Background: an optimization exercise with open tools, aiming at small area and few clock cycles per item. Do not read the settings as production practice. Where RTL was checked, it was by simulation tests only, not by an equivalence proof against the original. For run 1, only the layout was checked, not whether the RTL still works.

==> flow/design.v (outline; a module is shown in full before it is edited, if it fits) <==
// module aup_seg0: 243 lines
// module aup_seg1: 447 lines
// module aup_seg2: 277 lines
// module argb_unpremultiply_pixel_top: 149 lines
module argb_unpremultiply_pixel_top (
    input  logic       i_clk,
    input  logic       i_rst_n,
    input  logic       i_valid,
    output logic       o_stall,
    input  logic [7:0] i_alpha,
    input  logic [7:0] i_red_in,
    input  logic [7:0] i_green_in,
    input  logic [7:0] i_blue_in,
    input  logic       i_region_end_in,
    output logic       o_valid,
    input  logic       i_stall,
    output logic [7:0] o_red_out,
    output logic [7:0] o_green_out,
    output logic [7:0] o_blue_out,
    output logic       o_wrapped,
    output logic       o_region_end_out
);
  // ...
==> flow/flow/run.sh <==
#!/bin/bash
# Own layout flow: the standard flow (standard.sh, all ORFS steps) with these changes:
#  1. synthesis keeps the combinational segment modules (aup_seg*) apart until after ABC
#     (SYNTH_HIERARCHICAL=1 for this run only) and ABC maps each module on its own with
#     flow/abc_map.script and the delay target flow/targets.txt gives it; synth_recipe.tcl
#     then flattens the design as usual, so the registers (all in the top module) keep the
#     standard synthesis's names and cells;
#  2. the port buffers that global placement inserts are sky130_fd_sc_hd__buf_1.
# make's full output goes to own_flow.log; ORFS keeps each step's log under orfs/logs/.
set -euo pipefail
W=$PWD
F=$W/flow
{
  cp "$F/abc_map.script" "$W/own_abc.script"
  printf 'set own_script %s\n' "$W/own_abc.script"
  printf 'set own_targets {%s}\n' "$(tr '\n' ' ' < "$F/targets.txt")"
  cat <<'TCL'
proc abc {args} {
  global own_script own_targets
  set i [lsearch -exact $args -script]
  if {$i >= 0} { lset args [expr {$i + 1}] $own_script }
  set j [lsearch -exact $args -D]
  if {$j >= 0} { set args [lreplace $args $j [expr {$j + 1}]] }
  set f [open $own_script r]; set body [read $f]; close $f
  foreach {mod d} $own_targets {
    set path [file rootname $own_script]_$mod.script
    set f [open $path w]; puts -nonewline $f [string map [list "{D}" $d] $body]; close $f
    lset args [expr {$i + 1}] $path
    yosys abc {*}$args -D $d $mod
  }
}
TCL
  cat "$W/synth_recipe.tcl"
} > "$W/own_synth.tcl"
python3 - "$W" <<'PY'
import sys, re, shlex
w = sys.argv[1]
s = open(w + "/standard.sh").read()
s, n = re.subn(r"SYNTH_SCRIPT=\S+", "SYNTH_SCRIPT=" + shlex.quote(w + "/own_synth.tcl")
               + " SYNTH_HIERARCHICAL=1 "
               + shlex.quote("BUFFER_PORTS_ARGS=-buffer_cell sky130_fd_sc_hd__buf_1"), s)
assert n == 1, "SYNTH_SCRIPT not found in standard.sh"
open(w + "/own_standard.sh", "w").write(s)
PY
bash "$W/own_standard.sh" > "$W/own_flow.log" 2>&1
==> flow/flow/abc_map.script <==
strash
dch
map -D {D}
topo
stime -c
==> flow/flow/targets.txt <==
argb_unpremultiply_pixel_top 5000
aup_seg0 7000
aup_seg1 9000
aup_seg2 6500
==> flow/standard.sh <==
#!/bin/bash
# synth_recipe.tcl (not shown) runs the flow's synth.tcl, then flattens the netlist and writes it again
# the make line also repeats each setting of config.mk as NAME=value (left out here)
make -C /OpenROAD-flow-scripts/flow DESIGN_CONFIG=/design/flow/config.mk WORK_HOME=/design/flow/orfs CLKGATE_MAP_FILE= SYNTH_SCRIPT=/design/flow/synth_recipe.tcl "${@:-finish}"
==> flow/config.mk <==
export PLATFORM = sky130hd
export DESIGN_NAME = argb_unpremultiply_pixel_top
export DESIGN_NICKNAME = argb_unpremultiply_pixel_top
export VERILOG_FILES = /design/flow/design.v
export SDC_FILE = /design/flow/constraint.sdc
export NUM_CORES = 4
export LEC_CHECK = 0
export CAP_MARGIN = 20
export CORE_MARGIN = 2
export CORE_UTILIZATION = 60
export PLACE_DENSITY = 0.75
export SLEW_MARGIN = 20
==> flow/constraint.sdc <==
create_clock -name core_clock -period 9.5 [get_ports {i_clk}]
set_input_delay 1.9000 -clock core_clock [delete_from_list [all_inputs] [get_ports {i_clk}]]
set_output_delay 1.9000 -clock core_clock [all_outputs]
set_load 0.01 [all_outputs]
==> flow_summary.yaml, run 1 <==
placed_design:
  gp_congestion: 0.950
  port_buffers: 64
  dp_hpwl_mm: 31.0
  dpl_cell_area_sq_um: 17200
global_route:
  grt.met3_usage_pct: 40.4
  grt_max_degree: 67
  track_usage_pct: 67.1
  met2_usage_pct: 91.8
  grt_pass1_wl_mm: 123
  met1_usage_pct: 67.9
  grt_overflow: 15
logic_synthesis:
  synth_cells: 1902
  synth_common_cells: "448 x nand2_1, 336 x xor2_1, 235 x nor2_1"
  synth_edf_count: 110
  syn-num-nets: 1945
  synth_top_area_share_pct: 24.9
  synth_top_family_by_area: "XOR/XNOR gates"
  synth_compound_area_share_pct: 12.7
  yosys.cell_count.top_type: "nand2_1"
  synth_top_cell_by_area: "edfxtp_1"
  yosysWarnings: 7
  syn_avg_cell_area_sq_um: 6.99
  postSynth.asyncResetShare_pct: 0
  synth_area_leaders: "edfxtp_1 25%, xor2_1 22%, nand2_1 13%"
  syn-cell-area_sq_um: 13300
  synthMuxAreaShare_pct: 0
  synthSimpleGateAreaFrac_pct: 25.1
  synth_top_flop_cell: "edfxtp_1"
  synth_fa_ha_area_share_pct: 2.98
  synth_cell_types: 34
clocking:
  clockBufferDepth: 2
  cts-root-buf: "clkbuf_16"
  cts_sinks: 112
  post-cts-setup-buffer-count: 302
  cts_hold_buf: 0
status:
  error_message: "[ERROR GRT-0116] Global routing finished with congestion. Check the congestion regions in the DRC Viewer."
  status: "aborted with a tool error"
  stop_stage: "global routing (5_1_grt)"
floorplanning:
  ioPinCount: 65
  die-height_um: 153
  die_w_um: 153
  start_util_pct: 61.1
  rows: 54
==> module argb_unpremultiply_pixel_top, before the edit <==
module argb_unpremultiply_pixel_top (
    input  logic       i_clk,
    input  logic       i_rst_n,
    input  logic       i_valid,
    output logic       o_stall,
    input  logic [7:0] i_alpha,
    input  logic [7:0] i_red_in,
    input  logic [7:0] i_green_in,
    input  logic [7:0] i_blue_in,
    input  logic       i_region_end_in,
    output logic       o_valid,
    input  logic       i_stall,
    output logic [7:0] o_red_out,
    output logic [7:0] o_green_out,
    output logic [7:0] o_blue_out,
    output logic       o_wrapped,
    output logic       o_region_end_out
);
    wire adv = !i_stall;
    assign o_stall = i_stall;
    wire [5:0] r_r5;
    wire [5:0] g_r5;
    wire [5:0] b_r5;
    wire [0:0] qor5;
    aup_seg0 u_aup_seg0 (
        .i_alpha(i_alpha),
        .i_blue_in(i_blue_in),
        .i_green_in(i_green_in),
        .i_red_in(i_red_in),
        .o_r_r5(r_r5),
        .o_g_r5(g_r5),
        .o_b_r5(b_r5),
        .o_qor5(qor5)
    );
    logic s1_valid;
    logic [7:0] s1_a;
    logic [0:0] s1_end;
    logic [0:0] s1_qor;
    logic [7:0] s1_r_c;
    logic [5:0] s1_r_rem;
    logic [7:0] s1_g_c;
    logic [5:0] s1_g_rem;
    logic [7:0] s1_b_c;
    logic [5:0] s1_b_rem;
    always_ff @(posedge i_clk) begin
        if (!i_rst_n) s1_valid <= 1'b0;
        else if (adv) s1_valid <= i_valid;
    end
    always_ff @(posedge i_clk) begin
        if (adv) begin
            s1_a <= i_alpha;
            s1_end <= i_region_end_in;
            s1_qor <= qor5;
            s1_r_c <= i_red_in;
            s1_r_rem <= r_r5;
            s1_g_c <= i_green_in;
            s1_g_rem <= g_r5;
            s1_b_c <= i_blue_in;
            s1_b_rem <= b_r5;
        end
    end
    wire [0:0] qor7;
    wire [7:0] r_r11;
    wire [3:0] r_lr11;
    wire [3:0] r_Q11;
    wire [7:0] g_r11;
    wire [3:0] g_lr11;
    wire [3:0] g_Q11;
    wire [7:0] b_r11;
    wire [3:0] b_lr11;
    wire [3:0] b_Q11;
    aup_seg1 u_aup_seg1 (
        .s1_a(s1_a),
        .s1_b_c(s1_b_c),
        .s1_b_rem(s1_b_rem),
        .s1_g_c(s1_g_c),
        .s1_g_rem(s1_g_rem),
        .s1_qor(s1_qor),
        .s1_r_c(s1_r_c),
        .s1_r_rem(s1_r_rem),
        .o_qor7(qor7),
        .o_r_r11(r_r11),
        .o_r_lr11(r_lr11),
        .o_r_Q11(r_Q11),
        .o_g_r11(g_r11),
        .o_g_lr11(g_lr11),
        .o_g_Q11(g_Q11),
        .o_b_r11(b_r11),
        .o_b_lr11(b_lr11),
        .o_b_Q11(b_Q11)
    );
    logic s2_valid;
    logic [7:0] s2_a;
    logic [0:0] s2_end;
    logic [0:0] s2_qor;
    logic [7:0] s2_r_rem;
    logic [3:0] s2_r_l;
    logic [3:0] s2_r_Q;
    logic [7:0] s2_g_rem;
    logic [3:0] s2_g_l;
    logic [3:0] s2_g_Q;
    logic [7:0] s2_b_rem;
    logic [3:0] s2_b_l;
    logic [3:0] s2_b_Q;
    always_ff @(posedge i_clk) begin
        if (!i_rst_n) s2_valid <= 1'b0;
        else if (adv) s2_valid <= s1_valid;
    end
    always_ff @(posedge i_clk) begin
        if (adv) begin
            s2_a <= s1_a;
            s2_end <= s1_end;
            s2_qor <= qor7;
            s2_r_rem <= r_r11;
            s2_r_l <= r_lr11;
            s2_r_Q <= r_Q11;
            s2_g_rem <= g_r11;
            s2_g_l <= g_lr11;
            s2_g_Q <= g_Q11;
            s2_b_rem <= b_r11;
            s2_b_l <= b_lr11;
            s2_b_Q <= b_Q11;
        end
    end
    wire [7:0] r_Q15;
    wire [7:0] g_Q15;
    wire [7:0] b_Q15;
    aup_seg2 u_aup_seg2 (
        .s2_a(s2_a),
        .s2_b_Q(s2_b_Q),
        .s2_b_l(s2_b_l),
        .s2_b_rem(s2_b_rem),
        .s2_g_Q(s2_g_Q),
        .s2_g_l(s2_g_l),
        .s2_g_rem(s2_g_rem),
        .s2_r_Q(s2_r_Q),
        .s2_r_l(s2_r_l),
        .s2_r_rem(s2_r_rem),
        .o_r_Q15(r_Q15),
        .o_g_Q15(g_Q15),
        .o_b_Q15(b_Q15)
    );
    assign o_valid          = s2_valid;
    assign o_red_out        = r_Q15;
    assign o_green_out      = g_Q15;
    assign o_blue_out       = b_Q15;
    assign o_wrapped        = s2_qor && (s2_a != 8'd0);
    assign o_region_end_out = s2_end;
endmodule
==> run 2: changes to the inputs <==
--- a/flow/design.v
+++ b/flow/design.v
@@ -1,13 +1,23 @@
-module aup_seg0 (
+module argb_unpremultiply_pixel_top (
+    input  logic       i_clk,
+    input  logic       i_rst_n,
+    input  logic       i_valid,
+    output logic       o_stall,
     input  logic [7:0] i_alpha,
-    input  logic [7:0] i_blue_in,
-    input  logic [7:0] i_green_in,
     input  logic [7:0] i_red_in,
-    output logic [5:0] o_r_r5,
-    output logic [5:0] o_g_r5,
-    output logic [5:0] o_b_r5,
-    output logic [0:0] o_qor5
+    input  logic [7:0] i_green_in,
+    input  logic [7:0] i_blue_in,
+    input  logic       i_region_end_in,
+    output logic       o_valid,
+    input  logic       i_stall,
+    output logic [7:0] o_red_out,
+    output logic [7:0] o_green_out,
+    output logic [7:0] o_blue_out,
+    output logic       o_wrapped,
+    output logic       o_region_end_out
 );
+    wire adv = !i_stall;
+    assign o_stall = i_stall;
     wire [7:0] r_h0 = i_red_in - {7'd0, |i_red_in};
     wire [7:0] r_l0 = 8'd0 - i_red_in;
     wire [0:0] r_t0 = r_h0[7];
@@ -236,31 +246,33 @@
     assign b_r5[4] = b_t5[4] ^ (b_q5 && (i_alpha[4] ^ b_b5[4]));
     assign b_r5[5] = b_t5[5] ^ (b_q5 && (i_alpha[5] ^ b_b5[5]));
     wire qor5 = qor4 | r_q5 | g_q5 | b_q5;
-    assign o_r_r5 = r_r5;
-    assign o_g_r5 = g_r5;
-    assign o_b_r5 = b_r5;
-    assign o_qor5 = qor5;
-endmodule
-module aup_seg1 (
-    input  logic [7:0] s1_a,
-    input  logic [7:0] s1_b_c,
-    input  logic [5:0] s1_b_rem,
-    input  logic [7:0] s1_g_c,
-    input  logic [5:0] s1_g_rem,
-    input  logic [0:0] s1_qor,
-    input  logic [7:0] s1_r_c,
-    input  logic [5:0] s1_r_rem,
-    output logic [0:0] o_qor7,
-    output logic [7:0] o_r_r11,
-    output logic [3:0] o_r_lr11,
-    output logic [3:0] o_r_Q11,
-    output logic [7:0] o_g_r11,
-    output logic [3:0] o_g_lr11,
-    output logic [3:0] o_g_Q11,
-    output logic [7:0] o_b_r11,
-    output logic [3:0] o_b_lr11,
-    output logic [3:0] o_b_Q11
-);
+    logic s1_valid;
+    logic [7:0] s1_a;
+    logic [0:0] s1_end;
+    logic [0:0] s1_qor;
+    logic [7:0] s1_r_c;
+    logic [5:0] s1_r_rem;
+    logic [7:0] s1_g_c;
+    logic [5:0] s1_g_rem;
+    logic [7:0] s1_b_c;
+    logic [5:0] s1_b_rem;
+    always_ff @(posedge i_clk) begin
+        if (!i_rst_n) s1_valid <= 1'b0;
+        else if (adv) s1_valid <= i_valid;
+    end
+    always_ff @(posedge i_clk) begin
+        if (adv) begin
+            s1_a <= i_alpha;
+            s1_end <= i_region_end_in;
+            s1_qor <= qor5;
+            s1_r_c <= i_red_in;
+            s1_r_rem <= r_r5;
+            s1_g_c <= i_green_in;
+            s1_g_rem <= g_r5;
+            s1_b_c <= i_blue_in;
+            s1_b_rem <= b_r5;
+        end
+    end
     wire [7:0] r_h1 = s1_r_c - {7'd0, |s1_r_c};
     wire [7:0] r_l1 = 8'd0 - s1_r_c;
     wire [6:0] r_t6 = {s1_r_rem, r_h1[1]};
@@ -677,32 +689,39 @@
     assign b_r11[7] = b_t11[7] ^ (b_q11 && (s1_a[7] ^ b_b11[7]));
     wire [3:0] b_lr11 = b_lr10[3:0];
     wire [3:0] b_Q11 = {b_Q10, b_q11};
-    assign o_qor7 = qor7;
-    assign o_r_r11 = r_r11;
-    assign o_r_lr11 = r_lr11;
-    assign o_r_Q11 = r_Q11;
-    assign o_g_r11 = g_r11;
-    assign o_g_lr11 = g_lr11;
-    assign o_g_Q11 = g_Q11;
-    assign o_b_r11 = b_r11;
-    assign o_b_lr11 = b_lr11;
-    assign o_b_Q11 = b_Q11;
-endmodule
-module aup_seg2 (
-    input  logic [7:0] s2_a,
-    input  logic [3:0] s2_b_Q,
-    input  logic [3:0] s2_b_l,
-    input  logic [7:0] s2_b_rem,
-    input  logic [3:0] s2_g_Q,
-    input  logic [3:0] s2_g_l,
-    input  logic [7:0] s2_g_rem,
-    input  logic [3:0] s2_r_Q,
-    input  logic [3:0] s2_r_l,
-    input  logic [7:0] s2_r_rem,
-    output logic [7:0] o_r_Q15,
-    output logic [7:0] o_g_Q15,
-    output logic [7:0] o_b_Q15
-);
+    logic s2_valid;
+    logic [7:0] s2_a;
+    logic [0:0] s2_end;
+    logic [0:0] s2_qor;
+    logic [7:0] s2_r_rem;
+    logic [3:0] s2_r_l;
+    logic [3:0] s2_r_Q;
+    logic [7:0] s2_g_rem;
+    logic [3:0] s2_g_l;
+    logic [3:0] s2_g_Q;
+    logic [7:0] s2_b_rem;
+    logic [3:0] s2_b_l;
+    logic [3:0] s2_b_Q;
+    always_ff @(posedge i_clk) begin
+        if (!i_rst_n) s2_valid <= 1'b0;
+        else if (adv) s2_valid <= s1_valid;
+    end
+    always_ff @(posedge i_clk) begin
+        if (adv) begin
+            s2_a <= s1_a;
+            s2_end <= s1_end;
+            s2_qor <= qor7;
+            s2_r_rem <= r_r11;
+            s2_r_l <= r_lr11;
+            s2_r_Q <= r_Q11;
+            s2_g_rem <= g_r11;
+            s2_g_l <= g_lr11;
+            s2_g_Q <= g_Q11;
+            s2_b_rem <= b_r11;
+            s2_b_l <= b_lr11;
+            s2_b_Q <= b_Q11;
+        end
+    end
     wire [8:0] r_t12 = {s2_r_rem, s2_r_l[3]};
     wire [9:0] r_b12;
     assign r_b12[0] = 1'b0;
@@ -920,193 +939,86 @@
     wire [0:0] b_lr14 = b_lr13[0:0];
     wire [6:0] b_Q14 = {b_Q13, b_q14};
     wire [8:0] r_t15 = {r_r14, r_lr14[0]};
-    wire [9:0] r_b15;
-    assign r_b15[0] = 1'b0;
-    assign r_b15[1] = (!r_t15[0] && s2_a[0]) || ((!r_t15[0] || s2_a[0]) && r_b15[0]);
-    assign r_b15[2] = (!r_t15[1] && s2_a[1]) || ((!r_t15[1] || s2_a[1]) && r_b15[1]);
-    assign r_b15[3] = (!r_t15[2] && s2_a[2]) || ((!r_t15[2] || s2_a[2]) && r_b15[2]);
-    assign r_b15[4] = (!r_t15[3] && s2_a[3]) || ((!r_t15[3] || s2_a[3]) && r_b15[3]);
-    assign r_b15[5] = (!r_t15[4] && s2_a[4]) || ((!r_t15[4] || s2_a[4]) && r_b15[4]);
-    assign r_b15[6] = (!r_t15[5] && s2_a[5]) || ((!r_t15[5] || s2_a[5]) && r_b15[5]);
-    assign r_b15[7] = (!r_t15[6] && s2_a[6]) || ((!r_t15[6] || s2_a[6]) && r_b15[6]);
-    assign r_b15[8] = (!r_t15[7] && s2_a[7]) || ((!r_t15[7] || s2_a[7]) && r_b15[7]);
-    assign r_b15[9] = !r_t15[8] && r_b15[8];
-    wire r_q15 = !r_b15[9];
+    wire r_c15_g0 = !r_t15[0] && s2_a[0];
+    wire r_c15_p0 = !r_t15[0] || s2_a[0];
+    wire r_c15_g1 = !r_t15[1] && s2_a[1];
+    wire r_c15_p1 = !r_t15[1] || s2_a[1];
+    wire r_c15_g2 = !r_t15[2] && s2_a[2];
+    wire r_c15_p2 = !r_t15[2] || s2_a[2];
+    wire r_c15_g3 = !r_t15[3] && s2_a[3];
+    wire r_c15_p3 = !r_t15[3] || s2_a[3];
+    wire r_c15_g4 = !r_t15[4] && s2_a[4];
+    wire r_c15_p4 = !r_t15[4] || s2_a[4];
+    wire r_c15_g5 = !r_t15[5] && s2_a[5];
+    wire r_c15_p5 = !r_t15[5] || s2_a[5];
+    wire r_c15_g6 = !r_t15[6] && s2_a[6];
+    wire r_c15_p6 = !r_t15[6] || s2_a[6];
+    wire r_c15_g7 = !r_t15[7] && s2_a[7];
+    wire r_c15_p7 = !r_t15[7] || s2_a[7];
+    wire r_c15_g8 = !r_t15[8] && 1'b0;
+    wire r_c15_p8 = !r_t15[8] || 1'b0;
+    wire r_c15_G0 = r_c15_g2 || (r_c15_p2 && r_c15_g1) || (r_c15_p2 && r_c15_p1 && r_c15_g0);
+    wire r_c15_P0 = r_c15_p2 && r_c15_p1 && r_c15_p0;
+    wire r_c15_G1 = r_c15_g5 || (r_c15_p5 && r_c15_g4) || (r_c15_p5 && r_c15_p4 && r_c15_g3);
+    wire r_c15_P1 = r_c15_p5 && r_c15_p4 && r_c15_p3;
+    wire r_c15_G2 = r_c15_g8 || (r_c15_p8 && r_c15_g7) || (r_c15_p8 && r_c15_p7 && r_c15_g6);
+    wire r_c15_P2 = r_c15_p8 && r_c15_p7 && r_c15_p6;
+    wire r_q15 = !(r_c15_G2 || (r_c15_P2 && r_c15_G1) || (r_c15_P2 && r_c15_P1 && r_c15_G0));
     wire [7:0] r_Q15 = {r_Q14, r_q15};
     wire [8:0] g_t15 = {g_r14, g_lr14[0]};
-    wire [9:0] g_b15;
-    assign g_b15[0] = 1'b0;
-    assign g_b15[1] = (!g_t15[0] && s2_a[0]) || ((!g_t15[0] || s2_a[0]) && g_b15[0]);
-    assign g_b15[2] = (!g_t15[1] && s2_a[1]) || ((!g_t15[1] || s2_a[1]) && g_b15[1]);
-    assign g_b15[3] = (!g_t15[2] && s2_a[2]) || ((!g_t15[2] || s2_a[2]) && g_b15[2]);
-    assign g_b15[4] = (!g_t15[3] && s2_a[3]) || ((!g_t15[3] || s2_a[3]) && g_b15[3]);
-    assign g_b15[5] = (!g_t15[4] && s2_a[4]) || ((!g_t15[4] || s2_a[4]) && g_b15[4]);
-    assign g_b15[6] = (!g_t15[5] && s2_a[5]) || ((!g_t15[5] || s2_a[5]) && g_b15[5]);
-    assign g_b15[7] = (!g_t15[6] && s2_a[6]) || ((!g_t15[6] || s2_a[6]) && g_b15[6]);
-    assign g_b15[8] = (!g_t15[7] && s2_a[7]) || ((!g_t15[7] || s2_a[7]) && g_b15[7]);
-    assign g_b15[9] = !g_t15[8] && g_b15[8];
-    wire g_q15 = !g_b15[9];
+    wire g_c15_g0 = !g_t15[0] && s2_a[0];
+    wire g_c15_p0 = !g_t15[0] || s2_a[0];
+    wire g_c15_g1 = !g_t15[1] && s2_a[1];
+    wire g_c15_p1 = !g_t15[1] || s2_a[1];
+    wire g_c15_g2 = !g_t15[2] && s2_a[2];
+    wire g_c15_p2 = !g_t15[2] || s2_a[2];
+    wire g_c15_g3 = !g_t15[3] && s2_a[3];
+    wire g_c15_p3 = !g_t15[3] || s2_a[3];
+    wire g_c15_g4 = !g_t15[4] && s2_a[4];
+    wire g_c15_p4 = !g_t15[4] || s2_a[4];
+    wire g_c15_g5 = !g_t15[5] && s2_a[5];
+    wire g_c15_p5 = !g_t15[5] || s2_a[5];
+    wire g_c15_g6 = !g_t15[6] && s2_a[6];
+    wire g_c15_p6 = !g_t15[6] || s2_a[6];
+    wire g_c15_g7 = !g_t15[7] && s2_a[7];
+    wire g_c15_p7 = !g_t15[7] || s2_a[7];
+    wire g_c15_g8 = !g_t15[8] && 1'b0;
+    wire g_c15_p8 = !g_t15[8] || 1'b0;
+    wire g_c15_G0 = g_c15_g2 || (g_c15_p2 && g_c15_g1) || (g_c15_p2 && g_c15_p1 && g_c15_g0);
+    wire g_c15_P0 = g_c15_p2 && g_c15_p1 && g_c15_p0;
+    wire g_c15_G1 = g_c15_g5 || (g_c15_p5 && g_c15_g4) || (g_c15_p5 && g_c15_p4 && g_c15_g3);
+    wire g_c15_P1 = g_c15_p5 && g_c15_p4 && g_c15_p3;
+    wire g_c15_G2 = g_c15_g8 || (g_c15_p8 && g_c15_g7) || (g_c15_p8 && g_c15_p7 && g_c15_g6);
+    wire g_c15_P2 = g_c15_p8 && g_c15_p7 && g_c15_p6;
+    wire g_q15 = !(g_c15_G2 || (g_c15_P2 && g_c15_G1) || (g_c15_P2 && g_c15_P1 && g_c15_G0));
     wire [7:0] g_Q15 = {g_Q14, g_q15};
     wire [8:0] b_t15 = {b_r14, b_lr14[0]};
-    wire [9:0] b_b15;
-    assign b_b15[0] = 1'b0;
-    assign b_b15[1] = (!b_t15[0] && s2_a[0]) || ((!b_t15[0] || s2_a[0]) && b_b15[0]);
-    assign b_b15[2] = (!b_t15[1] && s2_a[1]) || ((!b_t15[1] || s2_a[1]) && b_b15[1]);
-    assign b_b15[3] = (!b_t15[2] && s2_a[2]) || ((!b_t15[2] || s2_a[2]) && b_b15[2]);
-    assign b_b15[4] = (!b_t15[3] && s2_a[3]) || ((!b_t15[3] || s2_a[3]) && b_b15[3]);
-    assign b_b15[5] = (!b_t15[4] && s2_a[4]) || ((!b_t15[4] || s2_a[4]) && b_b15[4]);
-    assign b_b15[6] = (!b_t15[5] && s2_a[5]) || ((!b_t15[5] || s2_a[5]) && b_b15[5]);
-    assign b_b15[7] = (!b_t15[6] && s2_a[6]) || ((!b_t15[6] || s2_a[6]) && b_b15[6]);
-    assign b_b15[8] = (!b_t15[7] && s2_a[7]) || ((!b_t15[7] || s2_a[7]) && b_b15[7]);
-    assign b_b15[9] = !b_t15[8] && b_b15[8];
-    wire b_q15 = !b_b15[9];
+    wire b_c15_g0 = !b_t15[0] && s2_a[0];
+    wire b_c15_p0 = !b_t15[0] || s2_a[0];
+    wire b_c15_g1 = !b_t15[1] && s2_a[1];
+    wire b_c15_p1 = !b_t15[1] || s2_a[1];
+    wire b_c15_g2 = !b_t15[2] && s2_a[2];
+    wire b_c15_p2 = !b_t15[2] || s2_a[2];
+    wire b_c15_g3 = !b_t15[3] && s2_a[3];
+    wire b_c15_p3 = !b_t15[3] || s2_a[3];
+    wire b_c15_g4 = !b_t15[4] && s2_a[4];
+    wire b_c15_p4 = !b_t15[4] || s2_a[4];
+    wire b_c15_g5 = !b_t15[5] && s2_a[5];
+    wire b_c15_p5 = !b_t15[5] || s2_a[5];
+    wire b_c15_g6 = !b_t15[6] && s2_a[6];
+    wire b_c15_p6 = !b_t15[6] || s2_a[6];
+    wire b_c15_g7 = !b_t15[7] && s2_a[7];
+    wire b_c15_p7 = !b_t15[7] || s2_a[7];
+    wire b_c15_g8 = !b_t15[8] && 1'b0;
+    wire b_c15_p8 = !b_t15[8] || 1'b0;
+    wire b_c15_G0 = b_c15_g2 || (b_c15_p2 && b_c15_g1) || (b_c15_p2 && b_c15_p1 && b_c15_g0);
+    wire b_c15_P0 = b_c15_p2 && b_c15_p1 && b_c15_p0;
+    wire b_c15_G1 = b_c15_g5 || (b_c15_p5 && b_c15_g4) || (b_c15_p5 && b_c15_p4 && b_c15_g3);
+    wire b_c15_P1 = b_c15_p5 && b_c15_p4 && b_c15_p3;
+    wire b_c15_G2 = b_c15_g8 || (b_c15_p8 && b_c15_g7) || (b_c15_p8 && b_c15_p7 && b_c15_g6);
+    wire b_c15_P2 = b_c15_p8 && b_c15_p7 && b_c15_p6;
+    wire b_q15 = !(b_c15_G2 || (b_c15_P2 && b_c15_G1) || (b_c15_P2 && b_c15_P1 && b_c15_G0));
     wire [7:0] b_Q15 = {b_Q14, b_q15};
-    assign o_r_Q15 = r_Q15;
-    assign o_g_Q15 = g_Q15;
-    assign o_b_Q15 = b_Q15;
-endmodule
-module argb_unpremultiply_pixel_top (
-    input  logic       i_clk,
-    input  logic       i_rst_n,
-    input  logic       i_valid,
-    output logic       o_stall,
-    input  logic [7:0] i_alpha,
-    input  logic [7:0] i_red_in,
-    input  logic [7:0] i_green_in,
-    input  logic [7:0] i_blue_in,
-    input  logic       i_region_end_in,
-    output logic       o_valid,
-    input  logic       i_stall,
-    output logic [7:0] o_red_out,
-    output logic [7:0] o_green_out,
-    output logic [7:0] o_blue_out,
-    output logic       o_wrapped,
-    output logic       o_region_end_out
-);
-    wire adv = !i_stall;
-    assign o_stall = i_stall;
-    wire [5:0] r_r5;
-    wire [5:0] g_r5;
-    wire [5:0] b_r5;
-    wire [0:0] qor5;
-    aup_seg0 u_aup_seg0 (
-        .i_alpha(i_alpha),
-        .i_blue_in(i_blue_in),
-        .i_green_in(i_green_in),
-        .i_red_in(i_red_in),
-        .o_r_r5(r_r5),
-        .o_g_r5(g_r5),
-        .o_b_r5(b_r5),
-        .o_qor5(qor5)
-    );
-    logic s1_valid;
-    logic [7:0] s1_a;
-    logic [0:0] s1_end;
-    logic [0:0] s1_qor;
-    logic [7:0] s1_r_c;
-    logic [5:0] s1_r_rem;
-    logic [7:0] s1_g_c;
-    logic [5:0] s1_g_rem;
-    logic [7:0] s1_b_c;
-    logic [5:0] s1_b_rem;
-    always_ff @(posedge i_clk) begin
-        if (!i_rst_n) s1_valid <= 1'b0;
-        else if (adv) s1_valid <= i_valid;
-    end
-    always_ff @(posedge i_clk) begin
-        if (adv) begin
-            s1_a <= i_alpha;
-            s1_end <= i_region_end_in;
-            s1_qor <= qor5;
-            s1_r_c <= i_red_in;
-            s1_r_rem <= r_r5;
-            s1_g_c <= i_green_in;
-            s1_g_rem <= g_r5;
-            s1_b_c <= i_blue_in;
-            s1_b_rem <= b_r5;
-        end
-    end
-    wire [0:0] qor7;
-    wire [7:0] r_r11;
-    wire [3:0] r_lr11;
-    wire [3:0] r_Q11;
-    wire [7:0] g_r11;
-    wire [3:0] g_lr11;
-    wire [3:0] g_Q11;
-    wire [7:0] b_r11;
-    wire [3:0] b_lr11;
-    wire [3:0] b_Q11;
-    aup_seg1 u_aup_seg1 (
-        .s1_a(s1_a),
-        .s1_b_c(s1_b_c),
-        .s1_b_rem(s1_b_rem),
-        .s1_g_c(s1_g_c),
-        .s1_g_rem(s1_g_rem),
-        .s1_qor(s1_qor),
-        .s1_r_c(s1_r_c),
-        .s1_r_rem(s1_r_rem),
-        .o_qor7(qor7),
-        .o_r_r11(r_r11),
-        .o_r_lr11(r_lr11),
-        .o_r_Q11(r_Q11),
-        .o_g_r11(g_r11),
-        .o_g_lr11(g_lr11),
-        .o_g_Q11(g_Q11),
-        .o_b_r11(b_r11),
-        .o_b_lr11(b_lr11),
-        .o_b_Q11(b_Q11)
-    );
-    logic s2_valid;
-    logic [7:0] s2_a;
-    logic [0:0] s2_end;
-    logic [0:0] s2_qor;
-    logic [7:0] s2_r_rem;
-    logic [3:0] s2_r_l;
-    logic [3:0] s2_r_Q;
-    logic [7:0] s2_g_rem;
-    logic [3:0] s2_g_l;
-    logic [3:0] s2_g_Q;
-    logic [7:0] s2_b_rem;
-    logic [3:0] s2_b_l;
-    logic [3:0] s2_b_Q;
-    always_ff @(posedge i_clk) begin
-        if (!i_rst_n) s2_valid <= 1'b0;
-        else if (adv) s2_valid <= s1_valid;
-    end
-    always_ff @(posedge i_clk) begin
-        if (adv) begin
-            s2_a <= s1_a;
-            s2_end <= s1_end;
-            s2_qor <= qor7;
-            s2_r_rem <= r_r11;
-            s2_r_l <= r_lr11;
-            s2_r_Q <= r_Q11;
-            s2_g_rem <= g_r11;
-            s2_g_l <= g_lr11;
-            s2_g_Q <= g_Q11;
-            s2_b_rem <= b_r11;
-            s2_b_l <= b_lr11;
-            s2_b_Q <= b_Q11;
-        end
-    end
-    wire [7:0] r_Q15;
-    wire [7:0] g_Q15;
-    wire [7:0] b_Q15;
-    aup_seg2 u_aup_seg2 (
-        .s2_a(s2_a),
-        .s2_b_Q(s2_b_Q),
-        .s2_b_l(s2_b_l),
-        .s2_b_rem(s2_b_rem),
-        .s2_g_Q(s2_g_Q),
-        .s2_g_l(s2_g_l),
-        .s2_g_rem(s2_g_rem),
-        .s2_r_Q(s2_r_Q),
-        .s2_r_l(s2_r_l),
-        .s2_r_rem(s2_r_rem),
-        .o_r_Q15(r_Q15),
-        .o_g_Q15(g_Q15),
-        .o_b_Q15(b_Q15)
-    );
     assign o_valid          = s2_valid;
     assign o_red_out        = r_Q15;
     assign o_green_out      = g_Q15;
==> flow/flow/run.sh (replaced) <==
#!/bin/bash
# Own layout flow: the standard flow (standard.sh, all ORFS steps, standard synthesis)
# with one change: the port buffers that global placement inserts are
# sky130_fd_sc_hd__buf_1 cells (buffer_ports -buffer_cell) instead of ORFS's pick.
# make's full output goes to own_flow.log; ORFS keeps each step's log under orfs/logs/.
set -euo pipefail
W=$PWD
python3 - "$W" <<'PY'
import sys, re, shlex
w = sys.argv[1]
s = open(w + "/standard.sh").read()
s, n = re.subn(r"(SYNTH_SCRIPT=\S+)", lambda m: m.group(1) + " "
               + shlex.quote("BUFFER_PORTS_ARGS=-buffer_cell sky130_fd_sc_hd__buf_1"), s)
assert n == 1, "SYNTH_SCRIPT not found in standard.sh"
open(w + "/own_standard.sh", "w").write(s)
PY
bash "$W/own_standard.sh" > "$W/own_flow.log" 2>&1
--- a/flow/config.mk
+++ b/flow/config.mk
@@ -5,8 +5,10 @@
 export SDC_FILE = /design/flow/constraint.sdc
 export NUM_CORES = 4
 export LEC_CHECK = 0
+export ABC_AREA = 1
 export CAP_MARGIN = 20
 export CORE_MARGIN = 2
 export CORE_UTILIZATION = 60
 export PLACE_DENSITY = 0.75
+export SETUP_SLACK_MARGIN = -0.45
 export SLEW_MARGIN = 20
removed: flow/flow/abc_map.script
removed: flow/flow/targets.txt
==> run 2 against run 1 <==
Compared with the run above:
- the run now finishes clean
- synthesized cell count up 32%
- area after synthesis up 22%
==> flow_summary.yaml, run 2 <==
critical_path:
  path_max_fanout: 13
  critPathTopFamily: "simple AND/OR/NAND/NOR gates"
  crit_slowest_cell: "edfxtp_1"
  path_class: "reg -> out"
  r2r_cells: 73
  cp.arrival_ns: 7.36
  cpMostUsedCell: "nand2_1"
  r2r_slack_ns: 0.53
  cp.depth: 57
  worst-path-buf-inv: 4
  end_kind: "output port"
  critPathMaxStageDelay_ns: 0.48
  cp-start-kind: "flop"
  required_ns: 7.60
placed_design:
  port_buffers: 64
  dp_hpwl_mm: 32.7
  place_ws_ns: 0.422
  place_inst: 2859
  gp_congestion: 0.930
  dpl_cell_area_sq_um: 16300
sta:
  min_period_ns: 9.26
  fin_crit_sh_pct: 97.4
  worst_pin_slew_ns: 0.926
  slew_headroom_pct: 38.3
  clock.fmax_mhz: 108
  hold_viol_final: 0
  setup_viol: 0
  tns_ns: 0
  fin_ws_ns: 0.245
  fin_worst_skew_ns: 0.0186
  drv_slew: 0
logic_synthesis:
  synth_cells: 2518
  syn-num-nets: 2561
  yosysWarnings: 1
  synth_common_cells: "813 x nand2_1, 347 x nand3_1, 308 x inv_1"
  syn_avg_cell_area_sq_um: 6.46
  yosys.cell_count.top_type: "nand2_1"
  postSynth.asyncResetShare_pct: 0
  synth_top_cell_by_area: "edfxtp_1"
  synth_top_area_share_pct: 20.3
  synth_seq_cells: 112
  synth_top_flop_cell: "edfxtp_1"
  synth_cell_types: 59
  synth_area_leaders: "edfxtp_1 20%, nand2_1 19%, xor2_1 11%"
  seq_area_frac_synth_pct: 20.6
  synth_edf_count: 110
  syn-cell-area_sq_um: 16300
global_route:
  grt_pass1_vias: 14789
  grt_pass1_wl_mm: 69.7
  grt_max_degree: 65
  track_usage_pct: 30.1
  antenna_found_initial: 0
  grt_overflow: 0
layout:
  fin_cells: 2887
  nNetsFinal: 2585
  n_antenna_cell: 0
  final_cell_area_sq_um: 16700
  drive_gt1_share_pct: 12.5
  final_cell_mix: "812 x nand2_1, 346 x nand3_1, 306 x inv_1"
  mostFrequentLayoutCell: "nand2_1"
  area_growth_pct: 2.94
drt:
  drt-initial-drc-count: 1117
  wirelength_mm: 42.5
  drc: 0
  ant_nets: 0
  wl_per_cell_um: 14.7
  dr.pass1.iters: 7
  via_count: 15949
  via_per_inst: 5.52
job:
  cap_violations: 0
min_path:
  hold_depth: 0
  hold_path.class: "reg -> reg"
floorplanning:
  fp.coreArea_sq_um: 26800
  ioPinCount: 65
  die_w_um: 169
  die-height_um: 169
  fp.dieArea_sq_um: 28400
  start_util_pct: 60.7
  rows: 60
clocking:
  cts_tree: "built"
  clockBufferDepth: 2
  cts-root-buf: "clkbuf_16"
  clkTransAtPathRegs_ns: 0.08
  ctsHtreeMaxLevel: 3
  worstSkewPairLatency_ns: 0.37
  cts_sinks: 112
  cts_made_buffers: 9
status:
  status: "timing/DRC/antenna clean"
-- run 2: cell types whose count changed after synthesis, moves of 51 or more --
cell	previous run	this run
a21oi_1	86	35
clkinv_1	177	6
inv_1	0	308
nand2_1	448	813
nand3_1	55	347
nand3_2	0	85
nor2_1	235	113
o21ai_0	182	54
xor2_1	336	206
-- run 2: final timing paths --
path	start	to
worst min-delay path	s1_end	s2_end
worst max register to register	s1_b_c[1]	s2_b_rem[1]
worst min register to register	s1_end	s2_end
worst max-delay path	s2_a[1]	o_blue_out[0]
-- run 2: area by class of cell --
class                           instances  area [sq um]
Multi-Input combinational cell       1975         10800
Fill cell                            2510         10100
Sequential cell                       112          3340
Inverter                              333          1250
Timing Repair Buffer                  111           598
Tap cell                              341           427
Clock buffer                           10           229
Clock inverter                          5          46.3
-- run 2: timing repair --
action	in CTS	in global routing
setup buffers	0	13
gates resized for setup	0	27
hold endpoints to repair	0	0
endpoints found under the setup margin	0	3
hold buffers	0	0
-- run 2: metrics by stage --
step | hold WS (ns) | util [%]
5_1_grt | 0.426 | 62.5
2_1_floorplan | 0.400 | -
4_1_cts | 0.423 | 61.7
6_report | 0.423 | 62.5
3_5_place_dp | 0.405 | 60.6
3_3_place_gp | 0.400 | 60.6
-- run 2: worst reg2reg max path: cells and delay by family (launching register included) --
family                     cells  cell delay, ns
adders and majority gates      2            0.42
DFF                            1            0.46
xor gates and xnor gates       3            0.91
buffers and inverters          5            0.50
and+or+nand+nor               63            6.43
-- run 2: logic make-up after synthesis --
family / synth area share, %
flops: 20.6
simple gates: 44.5
compound gates: 7.20
buf+inv: 13.4
fa+ha+maj: 0.808
xor+xnor: 13.5
-- run 2: routing by layer --
metal  track usage [%]  wire length, um  vias up
met2              54.2            20800      440
met1              36.2            18100     7306
li1                  -                -     8098
met4              13.6             1670        0
met3              3.04             1930      105
met5                 0                0        -
Testbench counts of run 2, summed over its fixed seeds: cycles 12,016, items 12,000.
==> run 3: changes to the inputs <==
--- a/flow/design.v
+++ b/flow/design.v
@@ -19,7 +19,7 @@
     wire adv = !i_stall;
     assign o_stall = i_stall;
     wire [7:0] r_h0 = i_red_in - {7'd0, |i_red_in};
-    wire [7:0] r_l0 = 8'd0 - i_red_in;
+    wire [7:0] r_l0 = ~r_h0 & {8{|i_red_in}};
     wire [0:0] r_t0 = r_h0[7];
     wire [1:0] r_b0;
     assign r_b0[0] = 1'b0;
@@ -28,7 +28,7 @@
     wire [0:0] r_r0;
     assign r_r0[0] = r_t0[0] ^ (r_q0 && (i_alpha[0] ^ r_b0[0]));
     wire [7:0] g_h0 = i_green_in - {7'd0, |i_green_in};
-    wire [7:0] g_l0 = 8'd0 - i_green_in;
+    wire [7:0] g_l0 = ~g_h0 & {8{|i_green_in}};
     wire [0:0] g_t0 = g_h0[7];
     wire [1:0] g_b0;
     assign g_b0[0] = 1'b0;
@@ -37,7 +37,7 @@
     wire [0:0] g_r0;
     assign g_r0[0] = g_t0[0] ^ (g_q0 && (i_alpha[0] ^ g_b0[0]));
     wire [7:0] b_h0 = i_blue_in - {7'd0, |i_blue_in};
-    wire [7:0] b_l0 = 8'd0 - i_blue_in;
+    wire [7:0] b_l0 = ~b_h0 & {8{|i_blue_in}};
     wire [0:0] b_t0 = b_h0[7];
     wire [1:0] b_b0;
     assign b_b0[0] = 1'b0;
@@ -250,11 +250,11 @@
     logic [7:0] s1_a;
     logic [0:0] s1_end;
     logic [0:0] s1_qor;
-    logic [7:0] s1_r_c;
+    logic [7:0] s1_r_l;
     logic [5:0] s1_r_rem;
-    logic [7:0] s1_g_c;
+    logic [7:0] s1_g_l;
     logic [5:0] s1_g_rem;
-    logic [7:0] s1_b_c;
+    logic [7:0] s1_b_l;
     logic [5:0] s1_b_rem;
     always_ff @(posedge i_clk) begin
         if (!i_rst_n) s1_valid <= 1'b0;
@@ -265,16 +265,15 @@
             s1_a <= i_alpha;
             s1_end <= i_region_end_in;
             s1_qor <= qor5;
-            s1_r_c <= i_red_in;
+            s1_r_l <= r_l0;
             s1_r_rem <= r_r5;
-            s1_g_c <= i_green_in;
+            s1_g_l <= g_l0;
             s1_g_rem <= g_r5;
-            s1_b_c <= i_blue_in;
+            s1_b_l <= b_l0;
             s1_b_rem <= b_r5;
         end
     end
-    wire [7:0] r_h1 = s1_r_c - {7'd0, |s1_r_c};
-    wire [7:0] r_l1 = 8'd0 - s1_r_c;
+    wire [7:0] r_h1 = ~s1_r_l & {8{|s1_r_l}};
     wire [6:0] r_t6 = {s1_r_rem, r_h1[1]};
     wire [7:0] r_b6;
     assign r_b6[0] = 1'b0;
@@ -294,8 +293,7 @@
     assign r_r6[4] = r_t6[4] ^ (r_q6 && (s1_a[4] ^ r_b6[4]));
     assign r_r6[5] = r_t6[5] ^ (r_q6 && (s1_a[5] ^ r_b6[5]));
     assign r_r6[6] = r_t6[6] ^ (r_q6 && (s1_a[6] ^ r_b6[6]));
-    wire [7:0] g_h1 = s1_g_c - {7'd0, |s1_g_c};
-    wire [7:0] g_l1 = 8'd0 - s1_g_c;
+    wire [7:0] g_h1 = ~s1_g_l & {8{|s1_g_l}};
     wire [6:0] g_t6 = {s1_g_rem, g_h1[1]};
     wire [7:0] g_b6;
     assign g_b6[0] = 1'b0;
@@ -315,8 +313,7 @@
     assign g_r6[4] = g_t6[4] ^ (g_q6 && (s1_a[4] ^ g_b6[4]));
     assign g_r6[5] = g_t6[5] ^ (g_q6 && (s1_a[5] ^ g_b6[5]));
     assign g_r6[6] = g_t6[6] ^ (g_q6 && (s1_a[6] ^ g_b6[6]));
-    wire [7:0] b_h1 = s1_b_c - {7'd0, |s1_b_c};
-    wire [7:0] b_l1 = 8'd0 - s1_b_c;
+    wire [7:0] b_h1 = ~s1_b_l & {8{|s1_b_l}};
     wire [6:0] b_t6 = {s1_b_rem, b_h1[1]};
     wire [7:0] b_b6;
     assign b_b6[0] = 1'b0;
@@ -401,7 +398,7 @@
     assign b_r7[6] = b_t7[6] ^ (b_q7 && (s1_a[6] ^ b_b7[6]));
     assign b_r7[7] = b_t7[7] ^ (b_q7 && (s1_a[7] ^ b_b7[7]));
     wire qor7 = qor6 | r_q7 | g_q7 | b_q7;
-    wire [8:0] r_t8 = {r_r7, r_l1[7]};
+    wire [8:0] r_t8 = {r_r7, s1_r_l[7]};
     wire [9:0] r_b8;
     assign r_b8[0] = 1'b0;
     assign r_b8[1] = (!r_t8[0] && s1_a[0]) || ((!r_t8[0] || s1_a[0]) && r_b8[0]);
@@ -423,9 +420,9 @@
     assign r_r8[5] = r_t8[5] ^ (r_q8 && (s1_a[5] ^ r_b8[5]));
     assign r_r8[6] = r_t8[6] ^ (r_q8 && (s1_a[6] ^ r_b8[6]));
     assign r_r8[7] = r_t8[7] ^ (r_q8 && (s1_a[7] ^ r_b8[7]));
-    wire [6:0] r_lr8 = r_l1[6:0];
+    wire [6:0] r_lr8 = s1_r_l[6:0];
     wire [0:0] r_Q8 = r_q8;
-    wire [8:0] g_t8 = {g_r7, g_l1[7]};
+    wire [8:0] g_t8 = {g_r7, s1_g_l[7]};
     wire [9:0] g_b8;
     assign g_b8[0] = 1'b0;
     assign g_b8[1] = (!g_t8[0] && s1_a[0]) || ((!g_t8[0] || s1_a[0]) && g_b8[0]);
@@ -447,9 +444,9 @@
     assign g_r8[5] = g_t8[5] ^ (g_q8 && (s1_a[5] ^ g_b8[5]));
     assign g_r8[6] = g_t8[6] ^ (g_q8 && (s1_a[6] ^ g_b8[6]));
     assign g_r8[7] = g_t8[7] ^ (g_q8 && (s1_a[7] ^ g_b8[7]));
-    wire [6:0] g_lr8 = g_l1[6:0];
+    wire [6:0] g_lr8 = s1_g_l[6:0];
     wire [0:0] g_Q8 = g_q8;
-    wire [8:0] b_t8 = {b_r7, b_l1[7]};
+    wire [8:0] b_t8 = {b_r7, s1_b_l[7]};
     wire [9:0] b_b8;
     assign b_b8[0] = 1'b0;
     assign b_b8[1] = (!b_t8[0] && s1_a[0]) || ((!b_t8[0] || s1_a[0]) && b_b8[0]);
@@ -471,7 +468,7 @@
     assign b_r8[5] = b_t8[5] ^ (b_q8 && (s1_a[5] ^ b_b8[5]));
     assign b_r8[6] = b_t8[6] ^ (b_q8 && (s1_a[6] ^ b_b8[6]));
     assign b_r8[7] = b_t8[7] ^ (b_q8 && (s1_a[7] ^ b_b8[7]));
-    wire [6:0] b_lr8 = b_l1[6:0];
+    wire [6:0] b_lr8 = s1_b_l[6:0];
     wire [0:0] b_Q8 = b_q8;
     wire [8:0] r_t9 = {r_r8, r_lr8[6]};
     wire [9:0] r_b9;
==> run 3 against run 2 <==
Compared with the run above:
- register-to-register slack improved by 0.70 ns
- maximum frequency is 3.3% lower
- wire length shrank 1.1%
- first-iteration DRC count increased by 0.54%
- via count shrank 1.2%
- largest cell class unchanged
- the layout now fails its checks (setup timing)
- setup slack got worse by 0.31 ns
- global-route usage shrank 1.2 points
- final area rose by 1.2%
- core utilization is 0.43 points higher
==> flow_summary.yaml, run 3 <==
status:
  status: "finished with violations"
  so_faults: "setup timing"
floorplanning:
  die_w_um: 170
  start_util_pct: 61.1
  fp.coreArea_sq_um: 27000
  fp.dieArea_sq_um: 28800
  rows: 60
  die-height_um: 170
  ioPinCount: 65
logic_synthesis:
  synth_edf_count: 110
  synth_top_flop_cell: "edfxtp_1"
  synth_area_leaders: "edfxtp_1 20%, nand2_1 18%, xor2_1 11%"
  synth_cell_types: 67
  synth_common_cells: "779 x nand2_1, 288 x inv_1, 285 x nand3_1"
  seq_area_frac_synth_pct: 20.3
  synth_cells: 2489
  synth_seq_cells: 112
  postSynth.asyncResetShare_pct: 0
  yosysWarnings: 1
  yosys.cell_count.top_type: "nand2_1"
  syn-num-nets: 2529
  synth_top_area_share_pct: 20.1
  synth_top_cell_by_area: "edfxtp_1"
  syn_avg_cell_area_sq_um: 6.61
  syn-cell-area_sq_um: 16500
drt:
  dr.pass1.iters: 8
  drt-initial-drc-count: 1123
  ant_nets: 0
  via_per_inst: 5.50
  wirelength_mm: 42.0
  wl_per_cell_um: 14.7
  via_count: 15764
  drc: 0
critical_path:
  critPathTopFamily: "simple AND/OR/NAND/NOR gates"
  end_kind: "output port"
  crit_slowest_cell: "edfxtp_1"
  cp.arrival_ns: 7.67
  path_class: "reg -> out"
  cp-start-kind: "flop"
  required_ns: 7.60
  critPathMaxStageDelay_ns: 0.48
  cpMostUsedCell: "nand2_1"
  path_max_fanout: 10
  worst-path-buf-inv: 3
clocking:
  cts_sinks: 112
  clockBufferDepth: 2
  worstSkewPairLatency_ns: 0.38
  cts_tree: "built"
  clkTransAtPathRegs_ns: 0.08
  cts_hold_buf: 0
  cts-root-buf: "clkbuf_16"
  cts_made_buffers: 9
  ctsHtreeMaxLevel: 3
sta:
  clock.fmax_mhz: 105
  drv_slew: 0
  min_period_ns: 9.57
  hold_viol_final: 0
  fin_crit_sh_pct: 101
  setup_viol: 1
  rsz0062_at_grt: "yes"
  fin_worst_skew_ns: 0.0161
  tns_ns: -0.0660
  slew_headroom_pct: 37.2
  worst_pin_slew_ns: 0.941
  fin_ws_ns: -0.0660
placed_design:
  place_ws_ns: 0.00750
  port_buffers: 64
  gp_congestion: 0.909
  dp_hpwl_mm: 32.2
  dpl_cell_area_sq_um: 16200
job:
  cap_violations: 0
layout:
  n_antenna_cell: 0
  final_cell_area_sq_um: 16900
  area_growth_pct: 2.94
  utilization_pct: 62.9
  drive_gt1_share_pct: 15.7
  final_cell_mix: "767 x nand2_1, 285 x inv_1, 281 x nand3_1"
  mostFrequentLayoutCell: "nand2_1"
  nNetsFinal: 2560
global_route:
  grt_overflow: 0
  met2_usage_pct: 52.1
  track_usage_pct: 28.9
  grt_pass1_vias: 14276
  grt_max_degree: 76
  grt_pass1_wl_mm: 67.5
  antenna_found_initial: 0
  top_usage_layer: "met2"
  grt.met3_usage_pct: 2.82
  met1_usage_pct: 35.1
min_path:
  hold_path.class: "reg -> reg"
## run 3: cell count changes in the layout (fill, tap and decap cells not counted), moves of 21 or more
| cell | change |
|---|---|
| nor2_1 | +50 |
| nand2_2 | +31 |
| inv_1 | -21 |
| nand3_1 | -65 |
| nand2_1 | -45 |
## run 3: path summary, 6_finish.rpt
check	from	endpoint	slack (ns)	depth (start not counted)
min	s1_end	s2_end	0.43	0
max	s2_a[2]	o_green_out[0]	-0.07	56
max reg2reg	s1_a[0]	s2_b_rem[0]	1.23	61
min reg2reg	s1_end	s2_end	0.43	0
## run 3: cell type report
| class | instances | area, sq um |
|---|---|---|
| clock buffers | 9 | 225 |
| clock inverters | 7 | 76.3 |
| fillers | 2493 | 10000 |
| inverters | 313 | 1180 |
| multi-input cells | 1962 | 11000 |
| flip-flops and latches | 112 | 3340 |
| well taps | 341 | 427 |
| repair buffers | 121 | 671 |
| repair inverters | 1 | 5.00 |
## run 3: per-layer routing
layer,vias up,wire [um]
met1,7232,17900
met3,88,2000
li1,7986,-
met2,458,20600
met4,0,1550
met5,-,0
## run 3: timing repair
item	4_1_cts	5_1_grt
endpoints found under the setup margin	0	3
gates resized for setup	0	60
buffers inserted	0	22
## run 3: cells by family (layout without fill, tap and decap cells)
logic type	count (synthesis)	after routing	synth area share, %
and+or+nand+nor	1518	1520	44.3
adders and majority gates	6	6	0.426
buffers and inverters	417	451	14.3
AOI/OAI and AO/OA	194	194	7.27
xor gates and xnor gates	242	242	13.3
DFF	112	112	20.3
## run 3: metrics by stage
step	hold WS, ns	std cells
floorplan	0.400	2489
global placement	0.402	2825
detailed placement	0.416	2825
CTS	0.436	2841
global route	0.436	2866
finish	0.433	2866
Testbench counts of run 3, summed over its fixed seeds: cycles 12,016, items 12,000.

## what the ideal ports hide
The flow's constraints put no driver on any port. The routed layouts listed below were extracted and timed again, unchanged, in two steps. Step 1 assumes that a clkbuf_16 drives the clock port and a buf_2 every other input. Step 2 moves the port delays by t, midway between the first and last clock arrival at a register: inputs arrive t later, outputs are due t later. That takes back most of the time a late clock gives input paths. Slacks: ideal ports / drivers / drivers and shift; pairs: ideal ports / drivers.
run	t (ns)	setup WS [ns]	slew at the worst register clock pin (ns)
run 2	0.411	0.245 / 0.193 / 0.503	0.09 / 0.09
run 3	0.426	-0.066 / -0.118 / 0.309	0.09 / 0.09
